From an optimization exercise on the open Yosys and OpenROAD flow, aimed at small area; shortcuts taken in it are not production practice.
The RTL was checked by simulation tests, not by an equivalence proof against the original design.

## run A
==> flow/design.v <==
package calcDataPkg;
	typedef logic [16-1:0] operandT;
	typedef logic [32-1:0] resultT;
endpackage
package calcCtrlPkg;
	typedef logic [4-1:0] opcodeT;
	typedef logic [1:0] errorT;
endpackage
module addSub (
	input  calcDataPkg::operandT a,
	input  calcDataPkg::operandT b,
	input  logic    subtract,
	input  logic    restore,
	output calcDataPkg::operandT diff,
	output logic    carryOut
);
	localparam int N = 16;
	calcDataPkg::operandT bInv;  
	calcDataPkg::operandT gen;   
	calcDataPkg::operandT pro;   
	logic [N:0]           c;     
	logic                 take;  
	assign bInv = b ^ {N{subtract}};
	always_comb
	begin
		gen = a & bInv;
		pro = a | bInv;
		gen[0] = (a[0] & bInv[0]) | (pro[0] & subtract);
		pro[0] = 1'b0;
		for (int d = 1; d < N; d = d * 2)
			for (int j = 2 * d - 1; j < N; j = j + 2 * d)
			begin
				gen[j] = gen[j] | (pro[j] & gen[j - d]);
				pro[j] = pro[j] & pro[j - d];
			end
		for (int d = N / 4; d >= 1; d = d / 2)
			for (int j = 3 * d - 1; j < N; j = j + 2 * d)
			begin
				gen[j] = gen[j] | (pro[j] & gen[j - d]);
				pro[j] = pro[j] & pro[j - d];
			end
	end
	assign c        = {gen, subtract};
	assign carryOut = c[N];
	assign take     = ~restore | carryOut;
	assign diff     = a ^ ((bInv ^ c[N-1:0]) & {N{take}});
endmodule
module arrayMultiplier (
	input  calcDataPkg::operandT a,
	input  calcDataPkg::operandT b,
	output calcDataPkg::resultT  product
);
	localparam int N    = 16;
	localparam int Rows = N - 1;  
	logic [N-1:0] partial [N];     
	logic [N-1:0] augend  [Rows];  
	logic [N-1:0] rowSum  [Rows];
	logic [N:0]   carry   [Rows];  
	genvar i, j;
	generate
		for (i = 0; i < N; i++)
		begin : gPartial
			assign partial[i] = b & {N{a[i]}};
		end
		for (i = 0; i < Rows; i++)
		begin : gRow
			if (i == 0)
			begin : gFirst
				assign augend[i] = {1'b0, partial[0][N-1:1]};
			end
			else
			begin : gNext
				assign augend[i] = {carry[i - 1][N], rowSum[i - 1][N-1:1]};
			end
			assign carry[i][0] = 1'b0;
			for (j = 0; j < N; j++)
			begin : gBit
				if (j == 0)
				begin : gHalf
					assign rowSum[i][j]    = augend[i][j] ^ partial[i + 1][j];
					assign carry[i][j + 1] = augend[i][j] & partial[i + 1][j];
				end
				else
				begin : gFull
					assign rowSum[i][j]    = augend[i][j] ^ partial[i + 1][j] ^ carry[i][j];
					assign carry[i][j + 1] = (augend[i][j] & partial[i + 1][j]) |
					                         (augend[i][j] & carry[i][j]) |
					                         (partial[i + 1][j] & carry[i][j]);
				end
			end
		end
		assign product[0] = partial[0][0];
		for (i = 0; i < Rows - 1; i++)
		begin : gLowBits
			assign product[i + 1] = rowSum[i][0];
		end
	endgenerate
	assign product[2*N-1:Rows] = {carry[Rows - 1][N], rowSum[Rows - 1]};
endmodule
module divRow #(
	parameter int W = 16
) (
	input  logic [W-1:0] trial,    
	input  logic [W-1:0] divisor,  
	input  logic         fits,     
	output logic         q,        
	output logic [W-1:0] rem       
);
	localparam int L = (W > 8) ? 4 : (W > 4) ? 3 : (W > 2) ? 2 : 1;  
	logic [W-1:0] b;          
	logic [W-1:0] gen [L+1];  
	logic [W-1:0] pro [L+1];  
	logic [W:0]   c;          
	logic [W-1:0] diff;
	assign b = ~divisor;
	always_comb
	begin
		gen[0] = trial & b;
		pro[0] = trial | b;
		gen[0][0] = trial[0] | b[0];
		pro[0][0] = 1'b0;
		gen[0][W-1] = gen[0][W-1] & fits;
		pro[0][W-1] = pro[0][W-1] & fits;
	end
	genvar l, j;
	generate
		for (l = 0; l < L; l++)
		begin : gLevel
			for (j = 0; j < W; j++)
			begin : gBit
				if ((j >> l) & 1)
				begin : gMerge
					localparam int M = ((j >> l) << l) - 1;
					assign gen[l + 1][j] = gen[l][j] | (pro[l][j] & gen[l][M]);
					assign pro[l + 1][j] = pro[l][j] & pro[l][M];
				end
				else
				begin : gPass
					assign gen[l + 1][j] = gen[l][j];
					assign pro[l + 1][j] = pro[l][j];
				end
			end
		end
	endgenerate
	assign c    = {gen[L], 1'b1};
	assign diff = b ^ c[W-1:0];
	assign q    = c[W];
	assign rem  = trial ^ (diff & {W{q}});
endmodule
module divider (
	input  calcDataPkg::operandT dividend,
	input  calcDataPkg::operandT divisor,
	input  logic    add,        
	input  logic    sub,        
	output calcDataPkg::operandT quotient,
	output calcDataPkg::operandT remainder,  
	output logic    carryOut,   
	output logic    divByZero
);
	localparam int N = 16;
	logic [N-1:0] rem [N+1];  
	assign divByZero = (divisor == '0);
	assign rem[N]    = '0;
	genvar k;
	generate
		for (k = N - 1; k >= 1; k--)
		begin : gRow
			localparam int W = N - k;  
			logic [W-1:0] trial;
			logic [W-1:0] rowRem;
			logic         fits;
			if (W == 1)
			begin : gTop
				assign trial = dividend[k];
			end
			else
			begin : gMid
				assign trial = {rem[k + 1][W-2:0], dividend[k]};
			end
			assign fits = (divisor[N-1:W] == '0) & ~(add | sub);
			divRow #(.W(W)) uRow (
				.trial   (trial),
				.divisor (divisor[W-1:0]),
				.fits    (fits),
				.q       (quotient[k]),
				.rem     (rowRem)
			);
			assign rem[k] = {{(N-W){1'b0}}, rowRem};
		end
	endgenerate
	addSub uLastRow (
		.a        ({rem[1][N-2:0], dividend[0]}),
		.b        (divisor),
		.subtract (~add),
		.restore  (~(add | sub)),
		.diff     (rem[0]),
		.carryOut (carryOut)
	);
	assign quotient[0] = carryOut;
	assign remainder = rem[0];
endmodule
module accumulatorCalc (
	input  logic    clk,
	input  logic    reset,
	input  calcCtrlPkg::opcodeT  opcode,
	input  calcDataPkg::operandT operand,
	output calcDataPkg::resultT  result,
	output calcCtrlPkg::errorT   error
);
	calcDataPkg::resultT  acc;      
	calcCtrlPkg::errorT   errReg;   
	calcDataPkg::operandT accLow;   
	calcDataPkg::resultT  nextAcc;
	calcCtrlPkg::errorT   nextErr;
	logic    opAdd, opSub, opMul, opDiv, opMod, opPreset, opReset;
	logic    sumCarry;   
	calcDataPkg::resultT  product;
	calcDataPkg::operandT quotient;
	calcDataPkg::operandT remainder;  
	logic    divByZero;
	logic    selMul, selQuot, selRem, selPreset, hold;
	assign accLow = acc[16-1:0];
	assign opAdd    = (opcode == 4'd2);
	assign opSub    = (opcode == 4'd3);
	assign opMul    = (opcode == 4'd4);
	assign opDiv    = (opcode == 4'd5);
	assign opMod    = (opcode == 4'd6);
	assign opPreset = (opcode == 4'd15);
	assign opReset  = (opcode == 4'd1);
	arrayMultiplier uMultiplier (
		.a       (operand),
		.b       (accLow),
		.product (product)
	);
	divider uDivider (
		.dividend  (operand),
		.divisor   (accLow),
		.add       (opAdd),
		.sub       (opSub),
		.quotient  (quotient),
		.remainder (remainder),
		.carryOut  (sumCarry),
		.divByZero (divByZero)
	);
	assign selMul    = ~reset & opMul;
	assign selQuot   = ~reset & opDiv & ~divByZero;
	assign selRem    = ~reset & ((opMod & ~divByZero) | opAdd | opSub);
	assign selPreset = ~reset & opPreset;
	assign hold      = ~reset & ~(opAdd | opSub | opMul | opPreset | opReset |
	                              ((opDiv | opMod) & ~divByZero));
	assign nextAcc[32-1:16] =
		({16{selMul}} & product[32-1:16]) |
		({16{hold}}   & acc[32-1:16]);
	assign nextAcc[16-1:0] =
		({16{selMul}}  & product[16-1:0]) |
		({16{selQuot}} & quotient) |
		({16{selRem}}  & remainder) |
		({16{hold}}    & accLow) |
		16'(selPreset);
	assign nextErr[0] = ~reset & ((opAdd & sumCarry) | (opSub & ~sumCarry));  
	assign nextErr[1] = ~reset & (opDiv | opMod) & divByZero;
	always_ff @(posedge clk)
	begin
		acc    <= nextAcc;
		errReg <= nextErr;
	end
	assign result = acc;
	assign error  = errReg;
endmodule
==> flow/config.mk <==
export PLATFORM = sky130hd
export DESIGN_NAME = accumulatorCalc
export DESIGN_NICKNAME = accumulatorCalc
export VERILOG_FILES = /design/flow/design.v
export SDC_FILE = /design/flow/constraint.sdc
export NUM_CORES = 4
export LEC_CHECK = 0
export CAP_MARGIN = 20
export CORE_MARGIN = 2
export CORE_UTILIZATION = 65
export CTS_BUF_LIST = sky130_fd_sc_hd__clkbuf_8
export GPL_TIMING_DRIVEN = 0
export SLEW_MARGIN = 20
==> flow/constraint.sdc <==
create_clock -name core_clock -period 32.0 [get_ports {clk}]
set_input_delay 6.4000 -clock core_clock [delete_from_list [all_inputs] [get_ports {clk}]]
set_output_delay 6.4000 -clock core_clock [all_outputs]
set_load 0.01 [all_outputs]
standard.sh (not shown) runs the stock make flow with config.mk's settings and CLKGATE_MAP_FILE= SYNTH_SCRIPT=/design/flow/synth_recipe.tcl, a recipe that flattens the netlist after the stock synthesis.
==> flow/flow/run.sh <==
#!/bin/bash
# The standard layout, with synthesis mapping the logic through an area-oriented ABC script
# (and without Yosys's early generic ABC pass, so full adders are found in their written
# polarity), the ports buffered with the smallest buffer and no dummy clock-tree loads.
set -euo pipefail
here=$(pwd)
export FLOW_ABC_SCRIPT=$here/flow/abc.script
export FLOW_ABC_D=20000
export BUFFER_PORTS_ARGS="-buffer_cell sky130_fd_sc_hd__buf_1"
export CTS_ARGS="-sink_clustering_enable -repair_clock_nets -buf_list sky130_fd_sc_hd__clkbuf_8 -dont_use_dummy_load"
bash standard.sh SYNTH_SCRIPT=$here/flow/synth.tcl "BUFFER_PORTS_ARGS=$BUFFER_PORTS_ARGS" "CTS_ARGS=$CTS_ARGS" finish > $here/make.log 2>&1
==> flow/flow/abc.script <==
strash
ifraig
dch -f
amap
strash
dch -f
map -a
topo
stime -c
dnsize -c
==> flow/flow/synth.tcl <==
# Standard synthesis (synth_recipe.tcl), with ABC run on an area-oriented script
proc synth {args} { yosys synth -nofsm -noshare -noabc {*}$args }
proc abc {args} {
  set i [lsearch -exact $args -script]
  if {$i >= 0} { set args [lreplace $args $i [expr {$i + 1}] -script $::env(FLOW_ABC_SCRIPT)] }
  set j [lsearch -exact $args -D]
  if {$j >= 0} { set args [lreplace $args $j [expr {$j + 1}] -D $::env(FLOW_ABC_D)] }
  puts "abc with: $args"
  yosys abc {*}$args
}
source $::env(SCRIPTS_DIR)/synth.tcl
# left out here: clear keep_hierarchy, flatten, clean up, hide names made inside functions, write 1_2_yosys.v
For run B, these inputs were changed with respect to run A:
-- flow/flow/run.sh --
<<< run A, line 11
bash standard.sh SYNTH_SCRIPT=$here/flow/synth.tcl "BUFFER_PORTS_ARGS=$BUFFER_PORTS_ARGS" "CTS_ARGS=$CTS_ARGS" finish > $here/make.log 2>&1
>>> run B, line 11
bash standard.sh SYNTH_SCRIPT=$here/flow/synth.tcl "BUFFER_PORTS_ARGS=$BUFFER_PORTS_ARGS" "CTS_ARGS=$CTS_ARGS" SKIP_INCREMENTAL_REPAIR=1 finish > $here/make.log 2>&1
==> flow/flow/abc.script <==
strash
dch
map -a
topo
stime -c
dnsize -c
--- outcome ---
- Run B finished all stages; however, its layout fails the closing checks, the failures being negative setup slack.
- Side by side, post-synthesis to final-layout area growth turned out lower in run B than in run A.
- Summary of run B over run A: post-route fraction of the period consumed by the critical path increased 7.6 points; worst-case headroom to the max-slew limit lost 6.3 points; routed wire length down about 5%; area after synthesis +120 um^2.
- [run B] worst setup slack fell 2.44 ns relative to run A
- In run B the design area turned out 4.6% lower than in run A.
- Against run A, run B comes in 0.97 points lower on overall global routing resource usage.
Here is what was changed in the inputs of run C compared with run B.
# run B
export LEC_CHECK = 0
export CAP_MARGIN = 20
export CORE_MARGIN = 2
export CORE_UTILIZATION = 65
export CTS_BUF_LIST = sky130_fd_sc_hd__clkbuf_8
export GPL_TIMING_DRIVEN = 0
export SLEW_MARGIN = 20
create_clock -name core_clock -period 32.0 [get_ports {clk}]
# run C
export LEC_CHECK = 0
export CAP_MARGIN = 20
export CORE_MARGIN = 2
export CORE_UTILIZATION = 65
export CTS_BUF_LIST = sky130_fd_sc_hd__clkbuf_8
export GPL_TIMING_DRIVEN = 0
export PLACE_DENSITY = 0.8
export SLEW_MARGIN = 20
create_clock -name core_clock -period 32.0 [get_ports {clk}]
-- flow/flow/run.sh --
<<< run B, line 11
bash standard.sh SYNTH_SCRIPT=$here/flow/synth.tcl "BUFFER_PORTS_ARGS=$BUFFER_PORTS_ARGS" "CTS_ARGS=$CTS_ARGS" SKIP_INCREMENTAL_REPAIR=1 finish > $here/make.log 2>&1
>>> run C, line 11
bash standard.sh SYNTH_SCRIPT=$here/flow/synth.tcl "BUFFER_PORTS_ARGS=$BUFFER_PORTS_ARGS" "CTS_ARGS=$CTS_ARGS" finish > $here/make.log 2>&1
==> summary.txt <==
Run C vs. run B: global placement routability congestion went up by about 2%.
Per the final summary, run C finished and its layout is clean on timing, DRC and antenna.
The length of routed wiring on met1 in run C was lower than what run B gave.
Post-route worst setup slack ended up 2.86 ns higher on run C than on run B.
Taking run B as the reference, in run C cell area went up, post-placement cell area did not really move, post-layout minimum cycle time went down, post-route worst hold slack did not really move.
[compare] base=run B new=run C: total via count after detailed routing went up 3.4%; data arrival time of the critical path down 2.86 ns.
Relative to run C, the following input files were edited for run D:
# run C
export LEC_CHECK = 0
export CAP_MARGIN = 20
export CORE_MARGIN = 2
export CORE_UTILIZATION = 65
export CTS_BUF_LIST = sky130_fd_sc_hd__clkbuf_8
export GPL_TIMING_DRIVEN = 0
export PLACE_DENSITY = 0.8
export SLEW_MARGIN = 20
create_clock -name core_clock -period 32.0 [get_ports {clk}]
# run D
export LEC_CHECK = 0
export CAP_MARGIN = 20
export CORE_MARGIN = 2
export CORE_UTILIZATION = 65
export CTS_BUF_LIST = sky130_fd_sc_hd__clkbuf_8
export GPL_TIMING_DRIVEN = 0
export SLEW_MARGIN = 20
create_clock -name core_clock -period 32.0 [get_ports {clk}]
==> summary.txt <==
Changes observed in run D relative to run C: wire length reported by the detailed router went down by 3.1%, critical path depth went down by 4.

-- what the ideal ports hide --
Ports are ideal in the flow. The routed layouts listed here were re-timed in OpenROAD.
Step 1 assumes that a clkbuf_16 drives the clock port and a buf_2 every other input.
Step 2 moves the port delays by t, midway between the first and last clock arrival at a register: inputs arrive t later, outputs are due t later. That takes back most of the time a late clock gives input paths.
a / b / c = no drivers / after step 1 / after step 2; a / b = the first two.
run	shift t [ns]	setup WS [ns]	worst setup path at the end
run A	0.331	2.009 / 2.017 / 1.686	input to register
run B	0.324	-0.428 / -0.419 / -0.742	input to register
run C	0.337	2.436 / 2.445 / 2.108	input to register
run D	0.324	2.390 / 2.399 / 2.075	input to register
For run C, which loses most, drivers alone change the setup slack by +0.009 ns; drivers and shift together by -0.328 ns.
